Source: an optimization exercise on an open RTL-to-GDS flow (aim: small area, a short achievable clock period and few clock cycles per item). Production flows keep margins and buffers that such runs may drop.
The RTL was checked by simulation tests, not by an equivalence proof against the original design.
Power and IR drop assume default switching activity. No driver is modelled on the clock port, so clocking that relies on it looks cheaper here than on a real chip.

==> quartz <==
==> flow/design.v <==
module imf_aoi22 (
  input  logic s0, d0, s1, d1,
  output logic yn
);
  assign yn = ~((s0 & d0) | (s1 & d1));
endmodule
module imf_a21oi (
  input  logic a, b, c,
  output logic yn
);
  assign yn = ~((a & b) | c);
endmodule
module imf_nand #(
  parameter int N = 4
) (
  input  logic [N-1:0] a,
  output logic         y
);
  assign y = ~(&a);
endmodule
module imf_nor #(
  parameter int N = 2
) (
  input  logic [N-1:0] a,
  output logic         y
);
  assign y = ~(|a);
endmodule
module imf_ao32 (
  input  logic [31:0] sel,
  input  logic [31:0] d,
  output logic        y
);
  logic [15:0] l1;    
  logic [3:0]  l2;    
  logic [1:0]  l3;    
  for (genvar g = 0; g < 16; g++) begin : g_l1
    imf_aoi22 u (.s0(sel[2*g]), .d0(d[2*g]), .s1(sel[2*g+1]), .d1(d[2*g+1]), .yn(l1[g]));
  end
  for (genvar g = 0; g < 4; g++) begin : g_l2
    imf_nand #(.N(4)) u (.a(l1[4*g +: 4]), .y(l2[g]));
  end
  for (genvar g = 0; g < 2; g++) begin : g_l3
    imf_nor #(.N(2)) u (.a(l2[2*g +: 2]), .y(l3[g]));
  end
  imf_nand #(.N(2)) u_l4 (.a(l3), .y(y));
endmodule
module imf_ao4k (
  input  logic [3:0] sel,
  input  logic [3:0] d,
  input  logic       kill,
  output logic       y
);
  logic [1:0] l1;     
  imf_aoi22 u_l1_0 (.s0(sel[0]), .d0(d[0]), .s1(sel[1]), .d1(d[1]), .yn(l1[0]));
  imf_aoi22 u_l1_1 (.s0(sel[2]), .d0(d[2]), .s1(sel[3]), .d1(d[3]), .yn(l1[1]));
  imf_a21oi u_l2 (.a(l1[0]), .b(l1[1]), .c(kill), .yn(y));
endmodule
module imf_hold #(
  parameter int W = 1
) (
  input  logic         en,
  input  logic [W-1:0] d,
  input  logic [W-1:0] q,
  output logic [W-1:0] y
);
  assign y = en ? d : q;
endmodule
module imf_sel2 #(
  parameter int NA = 4,
  parameter int NB = 8
) (
  input  logic [NA-1:0]    pa,
  input  logic [NB-1:0]    pb,
  output logic [NA*NB-1:0] sel
);
  always_comb begin
    for (int i = 0; i < NA * NB; i++) sel[i] = pa[i % NA] & pb[i / NA];
  end
endmodule
module instr_mem_fetch #(
  parameter int                DATA_W = 16,
  parameter int                ADDR_W = 16,
  parameter int                DEPTH  = 128,
  parameter logic [DATA_W-1:0] NOP    = '0
) (
  input  logic              clk,
  input  logic              rst_n,
  input  logic              ld_start,
  input  logic              ld_valid,
  input  logic [DATA_W-1:0] ld_data,
  input  logic              ld_last,
  output logic              ld_ovf,
  output logic              running,
  input  logic              req_valid,
  input  logic [ADDR_W-1:0] req_addr,
  output logic              req_ready,
  output logic              rsp_valid,
  output logic [DATA_W-1:0] rsp_instr,
  output logic [ADDR_W-1:0] rsp_addr,
  output logic              rsp_err,
  input  logic              rsp_ready
);
  localparam int IDX_W = 7;
  localparam int NL = 4;             
  localparam int NG = DEPTH / NL;    
  logic [DATA_W-1:0] mem [0:DEPTH-1];
  logic running_n;
  assign running_n = rst_n & ~ld_start & (running | (ld_valid & ld_last));
  always_ff @(posedge clk) running <= running_n;
  logic [NL-1:0]     wa;
  logic [NG-1:0]     wg;
  logic              wfull;
  logic              wr_q;
  logic [DATA_W-1:0] wd_q;
  logic              ld_accept;
  logic              mem_we;
  logic              last_slot;
  logic [NL-1:0]     wae;
  logic [NL-1:0]     wae_q;
  logic [DEPTH-1:0]  wsel;
  assign ld_accept = ~running & ld_valid & ~ld_start;
  assign mem_we    = rst_n & ld_accept & ~wfull;
  assign last_slot = wg[NG-1] & (wr_q ? wa[NL-2] : wa[NL-1]);
  always_ff @(posedge clk) begin
    wr_q <= mem_we;
    if (mem_we) wd_q <= ld_data;
  end
  always_ff @(posedge clk)
    wae_q <= {NL{mem_we}} & (wr_q ? {wa[NL-2:0], wa[NL-1]} : wa);
  assign wae = wae_q;
  imf_sel2 #(.NA(NL), .NB(NG)) u_wsel (.pa(wae), .pb(wg), .sel(wsel));
  always_ff @(posedge clk) begin
    for (int i = 0; i < DEPTH; i++)
      if (wsel[i]) mem[i] <= wd_q;
  end
  always_ff @(posedge clk) begin
    if (!rst_n || ld_start) begin
      wa <= NL'(1);
      wg <= NG'(1);
    end else if (wr_q) begin
      wa <= {wa[NL-2:0], wa[NL-1]};
      if (wa[NL-1]) wg <= {wg[NG-2:0], wg[NG-1]};
    end
  end
  always_ff @(posedge clk) begin
    if (!rst_n || ld_start) begin
      wfull  <= 1'b0;
      ld_ovf <= 1'b0;
    end else if (ld_accept) begin
      if (wfull)          ld_ovf <= 1'b1;
      else if (last_slot) wfull  <= 1'b1;
    end
  end
  localparam int RW = 1 + ADDR_W + DATA_W;    
  logic                s1_v;
  logic [ADDR_W-1:0]   s1_addr;
  logic                s1_err;
  logic [NL-1:0]       s1_lo;                  
  logic [DATA_W-1:0]   s1_word [0:NL-1];       
  logic                sk_v;
  logic [RW-1:0]       sk_q;
  logic req_fire;
  logic req_in_range;
  logic [3:0]        pb;
  logic [7:0]        pc;
  logic [NL-1:0]     plo;
  logic [NG-1:0]     grp;
  logic [DATA_W-1:0] grp_word [0:NL-1];
  logic [DATA_W-1:0] rd_data;
  logic          rdy_q;
  logic          take;
  logic          s1_mv;
  logic          out_ld;
  logic          sk_ld;
  logic          s1_v_n;
  logic          sk_v_n;
  logic          rsp_valid_n;
  logic [RW-1:0] s1_res;
  logic [RW-1:0] out_q;
  logic [RW-1:0] out_new;
  logic [RW-1:0] out_d;
  logic [RW-1:0] sk_d;
  assign req_ready    = rdy_q;
  assign req_fire     = req_valid & rdy_q;
  assign req_in_range = (req_addr[ADDR_W-1:IDX_W] == '0);
  always_comb begin
    for (int i = 0; i < NL; i++) plo[i] = (req_addr[1:0] == 2'(i));
    for (int i = 0; i < 4; i++)  pb[i]  = (req_addr[3:2] == 2'(i));
    for (int i = 0; i < 8; i++)  pc[i]  = (req_addr[6:4] == 3'(i));
  end
  imf_sel2 #(.NA(4), .NB(8)) u_grp (.pa(pb), .pb(pc), .sel(grp));
  for (genvar k = 0; k < NL; k++) begin : g_lane
    for (genvar b = 0; b < DATA_W; b++) begin : g_bit
      logic [NG-1:0] col;
      for (genvar j = 0; j < NG; j++) begin : g_w
        assign col[j] = mem[NL*j+k][b];
      end
      imf_ao32 u_ao (.sel(grp), .d(col), .y(grp_word[k][b]));
    end
  end
  assign take   = rsp_valid & rsp_ready;
  assign s1_mv  = s1_v & (~sk_v | take);          
  assign out_ld = ~rsp_valid | take;              
  assign sk_ld  = rsp_valid & ~(take ^ sk_v);     
  assign s1_v_n      = rst_n & ~ld_start & (req_fire | (s1_v & ~s1_mv));
  assign rsp_valid_n = rst_n & ~ld_start & (out_ld ? (sk_v | s1_v) : 1'b1);
  assign sk_v_n      = rst_n & ~ld_start & (sk_ld ? s1_v : (sk_v & ~take));
  always_ff @(posedge clk) begin
    s1_v      <= s1_v_n;
    rsp_valid <= rsp_valid_n;
    sk_v      <= sk_v_n;
    rdy_q     <= running_n & running & ~(s1_v_n & sk_v_n);
  end
  always_ff @(posedge clk) begin
    if (req_fire) begin
      s1_addr <= req_addr;
      s1_err  <= ~req_in_range;
      s1_lo   <= plo;
      for (int k = 0; k < NL; k++) s1_word[k] <= grp_word[k];
    end
  end
  for (genvar b = 0; b < DATA_W; b++) begin : g_out
    logic [NL-1:0] d4;
    for (genvar k = 0; k < NL; k++) begin : g_k
      assign d4[k] = s1_word[k][b];
    end
    imf_ao4k u_ao (.sel(s1_lo), .d(d4), .kill(s1_err), .y(rd_data[b]));
  end
  assign s1_res  = {s1_err, s1_addr, rd_data};
  assign out_q   = {rsp_err, rsp_addr, rsp_instr};
  assign out_new = sk_v ? sk_q : s1_res;
  imf_hold #(.W(RW)) u_hold_out (.en(out_ld), .d(out_new), .q(out_q), .y(out_d));
  imf_hold #(.W(RW)) u_hold_sk  (.en(sk_ld),  .d(s1_res),  .q(sk_q),  .y(sk_d));
  always_ff @(posedge clk) begin
    {rsp_err, rsp_addr, rsp_instr} <= out_d;
    sk_q <= sk_d;
  end
endmodule
==> flow/flow/run.sh <==
#!/bin/bash
# Layout: the standard ORFS flow (standard.sh) with these make settings:
#  - ABC maps for a light load (ABC_LOAD_IN_FF=1), so the many small read
#    and write gates come out at drive strength 1; the resizer sizes up the
#    ones on critical paths,
#  - port buffers use buf_4 (the default pick is a delay cell),
#  - the resizer may swap cells across footprints (so it can size those),
#  - CTS without dummy loads and with larger sink clusters (fewer buffers).
# All output goes to flow_make.log in this folder; ORFS keeps its per-step
# logs under orfs/logs.
set -euo pipefail
bash standard.sh \
  "ABC_LOAD_IN_FF=1" \
  "MATCH_CELL_FOOTPRINT=0" \
  "BUFFER_PORTS_ARGS=-buffer_cell sky130_fd_sc_hd__buf_4" \
  "CTS_ARGS=-sink_clustering_enable -repair_clock_nets -dont_use_dummy_load -sink_clustering_size 30 -sink_clustering_max_diameter 100" \
  finish > flow_make.log 2>&1
==> flow/standard.sh <==
#!/bin/bash
# synth_recipe.tcl (not shown) runs the flow's synth.tcl, then flattens the netlist and writes it again
# the make line also repeats each setting of config.mk as NAME=value (left out here)
make -C /OpenROAD-flow-scripts/flow DESIGN_CONFIG=/design/flow/config.mk WORK_HOME=/design/flow/orfs CLKGATE_MAP_FILE= SYNTH_SCRIPT=/design/flow/synth_recipe.tcl "${@:-finish}"
==> flow/config.mk <==
export PLATFORM = sky130hd
export DESIGN_NAME = instr_mem_fetch
export DESIGN_NICKNAME = instr_mem_fetch
export VERILOG_FILES = /design/flow/design.v
export SDC_FILE = /design/flow/constraint.sdc
export NUM_CORES = 4
export LEC_CHECK = 0
export CAP_MARGIN = 20
export CORE_MARGIN = 2
export CORE_UTILIZATION = 65
export SETUP_SLACK_MARGIN = 1.2
export SLEW_MARGIN = 20
export SYNTH_HIERARCHICAL = 1
export SYNTH_MINIMUM_KEEP_SIZE = 0
==> flow/constraint.sdc <==
create_clock -name core_clock -period 3.3 [get_ports {clk}]
set_input_delay 0.6600 -clock core_clock [delete_from_list [all_inputs] [get_ports {clk}]]
set_output_delay 0.6600 -clock core_clock [all_outputs]
set_load 0.01 [all_outputs]
==> yarrow (differences from quartz) <==
==> flow/design.v, changed modules only <==
module imf_a21o (
  input  logic a, b, c,
  output logic y
);
  assign y = (a & b) | c;
endmodule
module imf_wmux #(
  parameter int W = 16
) (
  input  logic         we,
  input  logic         hold,
  input  logic [W-1:0] d,
  input  logic [W-1:0] q,
  output logic [W-1:0] y
);
  assign y = ({W{we}} & d) | ({W{hold}} & q);
endmodule
module instr_mem_fetch #(
  parameter int                DATA_W = 16,
  parameter int                ADDR_W = 16,
  parameter int                DEPTH  = 128,
  parameter logic [DATA_W-1:0] NOP    = '0
) (
  input  logic              clk,
  input  logic              rst_n,
  input  logic              ld_start,
  input  logic              ld_valid,
  input  logic [DATA_W-1:0] ld_data,
  input  logic              ld_last,
  output logic              ld_ovf,
  output logic              running,
  input  logic              req_valid,
  input  logic [ADDR_W-1:0] req_addr,
  output logic              req_ready,
  output logic              rsp_valid,
  output logic [DATA_W-1:0] rsp_instr,
  output logic [ADDR_W-1:0] rsp_addr,
  output logic              rsp_err,
  input  logic              rsp_ready
);
  localparam int IDX_W = 7;
  localparam int NL = 4;             
  localparam int NG = DEPTH / NL;    
  logic [DATA_W-1:0] mem [0:DEPTH-1];
  logic running_n;
  assign running_n = rst_n & ~ld_start & (running | (ld_valid & ld_last));
  always_ff @(posedge clk) running <= running_n;
  logic [NL-1:0]     wa;
  logic [NG-1:0]     wg;
  logic              wfull;
  logic              wr_q;
  logic [DATA_W-1:0] wd_q;
  logic              ld_accept;
  logic              mem_we;
  logic              last_slot;
  logic [NL-1:0]     wae;
  logic [NL-1:0]     wae_q;
  logic [DEPTH-1:0]  wsel;
  assign ld_accept = ~running & ld_valid & ~ld_start;
  assign mem_we    = rst_n & ld_accept & ~wfull;
  assign last_slot = wg[NG-1] & (wr_q ? wa[NL-2] : wa[NL-1]);
  always_ff @(posedge clk) begin
    wr_q <= mem_we;
    if (mem_we) wd_q <= ld_data;
  end
  always_ff @(posedge clk)
    wae_q <= {NL{mem_we}} & (wr_q ? {wa[NL-2:0], wa[NL-1]} : wa);
  assign wae = wae_q;
  imf_sel2 #(.NA(NL), .NB(NG)) u_wsel (.pa(wae), .pb(wg), .sel(wsel));
  for (genvar i = 0; i < DEPTH; i++) begin : g_word
    logic [DATA_W-1:0] word_d;
    logic hold;
    assign hold = ~wsel[i];
    for (genvar b = 0; b < DATA_W; b++) begin : g_bit
      imf_wmux #(.W(1)) u_wmux (.we(wsel[i]), .hold(hold), .d(wd_q[b]), .q(mem[i][b]), .y(word_d[b]));
    end
    always_ff @(posedge clk) mem[i] <= word_d;
  end
  always_ff @(posedge clk) begin
    if (!rst_n || ld_start) begin
      wa <= NL'(1);
      wg <= NG'(1);
    end else if (wr_q) begin
      wa <= {wa[NL-2:0], wa[NL-1]};
      if (wa[NL-1]) wg <= {wg[NG-2:0], wg[NG-1]};
    end
  end
  always_ff @(posedge clk) begin
    if (!rst_n || ld_start) begin
      wfull  <= 1'b0;
      ld_ovf <= 1'b0;
    end else if (ld_accept) begin
      if (wfull)          ld_ovf <= 1'b1;
      else if (last_slot) wfull  <= 1'b1;
    end
  end
  localparam int AW = 1 + ADDR_W;              
  logic                s1_v;
  logic [ADDR_W-1:0]   s1_addr;
  logic                s1_err;
  logic [NL-1:0]       s1_lo;                  
  logic [DATA_W-1:0]   s1_word [0:NL-1];       
  logic req_fire;
  logic req_in_range;
  logic [3:0]        pb;
  logic [7:0]        pc;
  logic [NL-1:0]     plo;
  logic [NG-1:0]     grp;
  logic [DATA_W-1:0] grp_word [0:NL-1];
  logic rdy_q;
  logic run2_q;
  logic out_en;
  logic s1_en;
  logic s1_v_n;
  logic rsp_valid_n;
  assign out_en       = ~rsp_valid | rsp_ready;
  assign s1_en        = ~s1_v | out_en;
  assign req_fire     = req_valid & (rdy_q | (run2_q & rsp_ready));
  assign req_in_range = (req_addr[ADDR_W-1:IDX_W] == '0);
  imf_a21o u_req_ready (.a(run2_q), .b(rsp_ready), .c(rdy_q), .y(req_ready));
  always_comb begin
    for (int i = 0; i < NL; i++) plo[i] = (req_addr[1:0] == 2'(i));
    for (int i = 0; i < 4; i++)  pb[i]  = (req_addr[3:2] == 2'(i));
    for (int i = 0; i < 8; i++)  pc[i]  = (req_addr[6:4] == 3'(i));
  end
  imf_sel2 #(.NA(4), .NB(8)) u_grp (.pa(pb), .pb(pc), .sel(grp));
  for (genvar k = 0; k < NL; k++) begin : g_lane
    for (genvar b = 0; b < DATA_W; b++) begin : g_bit
      logic [NG-1:0] col;
      for (genvar j = 0; j < NG; j++) begin : g_w
        assign col[j] = mem[NL*j+k][b];
      end
      imf_ao32 u_ao (.sel(grp), .d(col), .y(grp_word[k][b]));
    end
  end
  assign s1_v_n      = rst_n & ~ld_start & (s1_en ? req_fire : s1_v);
  assign rsp_valid_n = rst_n & ~ld_start & (out_en ? s1_v : rsp_valid);
  always_ff @(posedge clk) begin
    s1_v      <= s1_v_n;
    rsp_valid <= rsp_valid_n;
    run2_q    <= running_n & running;
    rdy_q     <= running_n & running & ~(s1_v_n & rsp_valid_n);
  end
  always_ff @(posedge clk) begin
    if (req_fire) begin
      s1_addr <= req_addr;
      s1_err  <= ~req_in_range;
      s1_lo   <= plo;
      for (int k = 0; k < NL; k++) s1_word[k] <= grp_word[k];
    end
  end
  logic          sel_q;       
  logic [NL-1:0] sel_lane;    
  assign sel_q    = ~out_en;
  assign sel_lane = s1_lo & {NL{out_en & ~s1_err}};
  logic [DATA_W-1:0] out_instr_d;
  logic [AW-1:0]     out_ae_d;
  for (genvar b = 0; b < DATA_W; b++) begin : g_out
    logic [2:0] t;
    imf_aoi22 u_t0 (.s0(sel_lane[0]), .d0(s1_word[0][b]), .s1(sel_lane[1]), .d1(s1_word[1][b]), .yn(t[0]));
    imf_aoi22 u_t1 (.s0(sel_lane[2]), .d0(s1_word[2][b]), .s1(sel_lane[3]), .d1(s1_word[3][b]), .yn(t[1]));
    imf_nand #(.N(2)) u_t2 (.a({sel_q, rsp_instr[b]}), .y(t[2]));
    imf_nand #(.N(3)) u_t (.a(t), .y(out_instr_d[b]));
  end
  imf_hold #(.W(AW)) u_hold_ae (.en(out_en), .d({s1_err, s1_addr}), .q({rsp_err, rsp_addr}), .y(out_ae_d));
  always_ff @(posedge clk) begin
    rsp_instr           <= out_instr_d;
    {rsp_err, rsp_addr} <= out_ae_d;
  end
endmodule
// module imf_a21oi removed
// module imf_ao4k removed
--- a/flow/config.mk
+++ b/flow/config.mk
@@ -8,7 +8,7 @@
 export CAP_MARGIN = 20
 export CORE_MARGIN = 2
 export CORE_UTILIZATION = 65
-export SETUP_SLACK_MARGIN = 1.2
+export SETUP_SLACK_MARGIN = 1.3
 export SLEW_MARGIN = 20
 export SYNTH_HIERARCHICAL = 1
 export SYNTH_MINIMUM_KEEP_SIZE = 0
==> violet (differences from quartz) <==
==> flow/design.v, changed modules only <==
module imf_wmux #(
  parameter int W = 16
) (
  input  logic         we,
  input  logic         hold,
  input  logic [W-1:0] d,
  input  logic [W-1:0] q,
  output logic [W-1:0] y
);
  assign y = ({W{we}} & d) | ({W{hold}} & q);
endmodule
module instr_mem_fetch #(
  parameter int                DATA_W = 16,
  parameter int                ADDR_W = 16,
  parameter int                DEPTH  = 128,
  parameter logic [DATA_W-1:0] NOP    = '0
) (
  input  logic              clk,
  input  logic              rst_n,
  input  logic              ld_start,
  input  logic              ld_valid,
  input  logic [DATA_W-1:0] ld_data,
  input  logic              ld_last,
  output logic              ld_ovf,
  output logic              running,
  input  logic              req_valid,
  input  logic [ADDR_W-1:0] req_addr,
  output logic              req_ready,
  output logic              rsp_valid,
  output logic [DATA_W-1:0] rsp_instr,
  output logic [ADDR_W-1:0] rsp_addr,
  output logic              rsp_err,
  input  logic              rsp_ready
);
  localparam int IDX_W = 7;
  localparam int NL = 4;             
  localparam int NG = DEPTH / NL;    
  logic [DATA_W-1:0] mem [0:DEPTH-1];
  logic running_n;
  assign running_n = rst_n & ~ld_start & (running | (ld_valid & ld_last));
  always_ff @(posedge clk) running <= running_n;
  logic [NL-1:0]     wa;
  logic [NG-1:0]     wg;
  logic              wfull;
  logic              wr_q;
  logic [DATA_W-1:0] wd_q;
  logic              ld_accept;
  logic              mem_we;
  logic              last_slot;
  logic [NL-1:0]     wae;
  logic [NL-1:0]     wae_q;
  logic [DEPTH-1:0]  wsel;
  assign ld_accept = ~running & ld_valid & ~ld_start;
  assign mem_we    = rst_n & ld_accept & ~wfull;
  assign last_slot = wg[NG-1] & (wr_q ? wa[NL-2] : wa[NL-1]);
  always_ff @(posedge clk) begin
    wr_q <= mem_we;
    if (mem_we) wd_q <= ld_data;
  end
  always_ff @(posedge clk)
    wae_q <= {NL{mem_we}} & (wr_q ? {wa[NL-2:0], wa[NL-1]} : wa);
  assign wae = wae_q;
  imf_sel2 #(.NA(NL), .NB(NG)) u_wsel (.pa(wae), .pb(wg), .sel(wsel));
  for (genvar i = 0; i < DEPTH; i++) begin : g_word
    logic [DATA_W-1:0] word_d;
    logic hold;
    assign hold = ~wsel[i];
    for (genvar b = 0; b < DATA_W; b++) begin : g_bit
      imf_wmux #(.W(1)) u_wmux (.we(wsel[i]), .hold(hold), .d(wd_q[b]), .q(mem[i][b]), .y(word_d[b]));
    end
    always_ff @(posedge clk) mem[i] <= word_d;
  end
  always_ff @(posedge clk) begin
    if (!rst_n || ld_start) begin
      wa <= NL'(1);
      wg <= NG'(1);
    end else if (wr_q) begin
      wa <= {wa[NL-2:0], wa[NL-1]};
      if (wa[NL-1]) wg <= {wg[NG-2:0], wg[NG-1]};
    end
  end
  always_ff @(posedge clk) begin
    if (!rst_n || ld_start) begin
      wfull  <= 1'b0;
      ld_ovf <= 1'b0;
    end else if (ld_accept) begin
      if (wfull)          ld_ovf <= 1'b1;
      else if (last_slot) wfull  <= 1'b1;
    end
  end
  logic                s1_v;
  logic [ADDR_W-1:0]   s1_addr;
  logic                s1_err;
  logic [NL-1:0]       s1_lo;                  
  logic [DATA_W-1:0]   s1_word [0:NL-1];       
  logic                sk_v;
  logic req_fire;
  logic req_in_range;
  logic [3:0]        pb;
  logic [7:0]        pc;
  logic [NL-1:0]     plo;
  logic [NG-1:0]     grp;
  logic [DATA_W-1:0] grp_word [0:NL-1];
  logic          rdy_q;
  logic          take;
  logic          s1_mv;
  logic          out_ld;
  logic          sk_ld;
  logic          s1_v_n;
  logic          sk_v_n;
  logic          rsp_valid_n;
  assign req_ready    = rdy_q;
  assign req_fire     = req_valid & rdy_q;
  assign req_in_range = (req_addr[ADDR_W-1:IDX_W] == '0);
  always_comb begin
    for (int i = 0; i < NL; i++) plo[i] = (req_addr[1:0] == 2'(i));
    for (int i = 0; i < 4; i++)  pb[i]  = (req_addr[3:2] == 2'(i));
    for (int i = 0; i < 8; i++)  pc[i]  = (req_addr[6:4] == 3'(i));
  end
  imf_sel2 #(.NA(4), .NB(8)) u_grp (.pa(pb), .pb(pc), .sel(grp));
  for (genvar k = 0; k < NL; k++) begin : g_lane
    for (genvar b = 0; b < DATA_W; b++) begin : g_bit
      logic [NG-1:0] col;
      for (genvar j = 0; j < NG; j++) begin : g_w
        assign col[j] = mem[NL*j+k][b];
      end
      imf_ao32 u_ao (.sel(grp), .d(col), .y(grp_word[k][b]));
    end
  end
  assign take   = rsp_valid & rsp_ready;
  assign s1_mv  = s1_v & (~sk_v | take);          
  assign out_ld = ~rsp_valid | take;              
  assign sk_ld  = rsp_valid & ~(take ^ sk_v);     
  assign s1_v_n      = rst_n & ~ld_start & (req_fire | (s1_v & ~s1_mv));
  assign rsp_valid_n = rst_n & ~ld_start & (out_ld ? (sk_v | s1_v) : 1'b1);
  assign sk_v_n      = rst_n & ~ld_start & (sk_ld ? s1_v : (sk_v & ~take));
  always_ff @(posedge clk) begin
    s1_v      <= s1_v_n;
    rsp_valid <= rsp_valid_n;
    sk_v      <= sk_v_n;
    rdy_q     <= running_n & running & ~(s1_v_n & sk_v_n);
  end
  always_ff @(posedge clk) begin
    if (req_fire) begin
      s1_addr <= req_addr;
      s1_err  <= ~req_in_range;
      s1_lo   <= plo;
      for (int k = 0; k < NL; k++) s1_word[k] <= grp_word[k];
    end
  end
  localparam int AW = 1 + ADDR_W;              
  logic          sel_sk;      
  logic          sel_s1;      
  logic          sel_q;       
  logic [NL-1:0] sel_lane;    
  logic [NL-1:0] sk_lane;     
  logic          sk_hold;     
  assign sel_sk   = out_ld & sk_v;
  assign sel_s1   = out_ld & ~sk_v;
  assign sel_q    = ~out_ld;
  assign sel_lane = s1_lo & {NL{sel_s1 & ~s1_err}};
  assign sk_lane  = s1_lo & {NL{sk_ld & ~s1_err}};
  assign sk_hold  = ~sk_ld;
  logic [DATA_W-1:0] sk_instr;
  logic [AW-1:0]     sk_ae;
  logic [DATA_W-1:0] out_instr_d;
  logic [DATA_W-1:0] sk_instr_d;
  logic [AW-1:0]     out_ae_d;
  logic [AW-1:0]     sk_ae_d;
  logic [AW-1:0]     s1_ae;
  logic [AW-1:0]     out_ae;
  for (genvar b = 0; b < DATA_W; b++) begin : g_out
    logic [2:0] t;
    logic [2:0] u;
    imf_aoi22 u_t0 (.s0(sel_lane[0]), .d0(s1_word[0][b]), .s1(sel_lane[1]), .d1(s1_word[1][b]), .yn(t[0]));
    imf_aoi22 u_t1 (.s0(sel_lane[2]), .d0(s1_word[2][b]), .s1(sel_lane[3]), .d1(s1_word[3][b]), .yn(t[1]));
    imf_aoi22 u_t2 (.s0(sel_sk), .d0(sk_instr[b]), .s1(sel_q), .d1(rsp_instr[b]), .yn(t[2]));
    imf_nand #(.N(3)) u_t (.a(t), .y(out_instr_d[b]));
    imf_aoi22 u_u0 (.s0(sk_lane[0]), .d0(s1_word[0][b]), .s1(sk_lane[1]), .d1(s1_word[1][b]), .yn(u[0]));
    imf_aoi22 u_u1 (.s0(sk_lane[2]), .d0(s1_word[2][b]), .s1(sk_lane[3]), .d1(s1_word[3][b]), .yn(u[1]));
    imf_nand #(.N(2)) u_u2 (.a({sk_hold, sk_instr[b]}), .y(u[2]));
    imf_nand #(.N(3)) u_u (.a(u), .y(sk_instr_d[b]));
  end
  assign s1_ae  = {s1_err, s1_addr};
  assign out_ae = {rsp_err, rsp_addr};
  for (genvar b = 0; b < AW; b++) begin : g_out_ae
    logic [1:0] t;
    imf_aoi22 u_t0 (.s0(sel_sk), .d0(sk_ae[b]), .s1(sel_s1), .d1(s1_ae[b]), .yn(t[0]));
    imf_nand #(.N(2)) u_t1 (.a({sel_q, out_ae[b]}), .y(t[1]));
    imf_nand #(.N(2)) u_t (.a(t), .y(out_ae_d[b]));
  end
  imf_hold #(.W(AW)) u_hold_sk (.en(sk_ld), .d(s1_ae), .q(sk_ae), .y(sk_ae_d));
  always_ff @(posedge clk) begin
    rsp_instr           <= out_instr_d;
    {rsp_err, rsp_addr} <= out_ae_d;
    sk_instr            <= sk_instr_d;
    sk_ae               <= sk_ae_d;
  end
endmodule
// module imf_a21oi removed
// module imf_ao4k removed
--- a/flow/config.mk
+++ b/flow/config.mk
@@ -7,8 +7,8 @@
 export LEC_CHECK = 0
 export CAP_MARGIN = 20
 export CORE_MARGIN = 2
-export CORE_UTILIZATION = 65
-export SETUP_SLACK_MARGIN = 1.2
+export CORE_UTILIZATION = 80
+export SETUP_SLACK_MARGIN = 1.3
 export SLEW_MARGIN = 20
 export SYNTH_HIERARCHICAL = 1
 export SYNTH_MINIMUM_KEEP_SIZE = 0
==> summary.txt <==
Status: quartz no timing/DRC/antenna violations; violet no timing/DRC/antenna violations; yarrow no timing/DRC/antenna violations
Sequential-cell power consumption: quartz 0.0313 W; violet 0.0282 W; yarrow 0.0278 W
Count of cell instances traversed by the critical path: quartz 10; violet 8; yarrow 10
Total nets after synthesis: quartz 4,280; violet 6,505; yarrow 6,347
Cell depth of the worst flop-to-flop path: quartz 5; violet 3; yarrow 5
Worst-Skew Late Latency: quartz 0.72 ns; violet 0.74 ns; yarrow 0.74 ns
Number of non-clock buffers: quartz 360; violet 357; yarrow 448
Width of the die: quartz 356.3 µm; violet 316.5 µm; yarrow 347.6 µm
Compound-gate portion of the synthesized area: quartz 0.1021; violet 0.3399; yarrow 0.3397
Final design area excluding fillers: quartz 88,810 µm²; violet 86,460 µm²; yarrow 86,590 µm²
Share of the clock period used by the worst path: quartz 0.6611; violet 0.7226; yarrow 0.6404
Arithmetic-cell share of the synthesized area counting full adders, half adders and majority gates: quartz 0.0001551; violet 0.0001601; yarrow 0
Met2 layer usage reported by global route: quartz 0.5491; violet 0.7474; yarrow 0.6151
Via-per-instance ratio: quartz 7.183; violet 8.474; yarrow 7.694
Testbench counts of quartz, summed over its fixed seeds: cycles 29,206, items 24,000.
Testbench counts of yarrow, summed over its fixed seeds: cycles 29,206, items 24,000.
Testbench counts of violet, summed over its fixed seeds: cycles 29,206, items 24,000.

==> port drivers added, routing unchanged <==
The flow's constraints put no driver on any port. The routed layouts listed below were extracted and timed again, unchanged, in two steps.
Step 1 (the two cells are an assumption about what drives the block):
set clk [get_ports {clk}]
set_driving_cell -lib_cell sky130_fd_sc_hd__clkbuf_16 $clk
set_driving_cell -lib_cell sky130_fd_sc_hd__buf_2 [delete_from_list [all_inputs] $clk]
Step 2 times the ports against the registers' clock, not the clock port: input delays grow and output delays shrink by t, the midpoint of the rising clock arrivals with the driver on.
a / b / c = ideal / step 1 / step 2; a / b = the first two.
run	t, ns	slack for setup (ns)	hold slack, ns
quartz	0.776	1.118 / 1.154 / 0.378	0.111 / 0.059 / 0.496
yarrow	0.796	1.187 / 1.219 / 0.423	0.094 / 0.040 / 0.475
violet	0.799	0.915 / 0.960 / 0.161	0.098 / 0.042 / 0.470
After both steps setup and hold are still met in every run listed. For yarrow, which loses most, drivers alone change the setup slack by +0.032 ns; drivers and shift together by -0.764 ns.
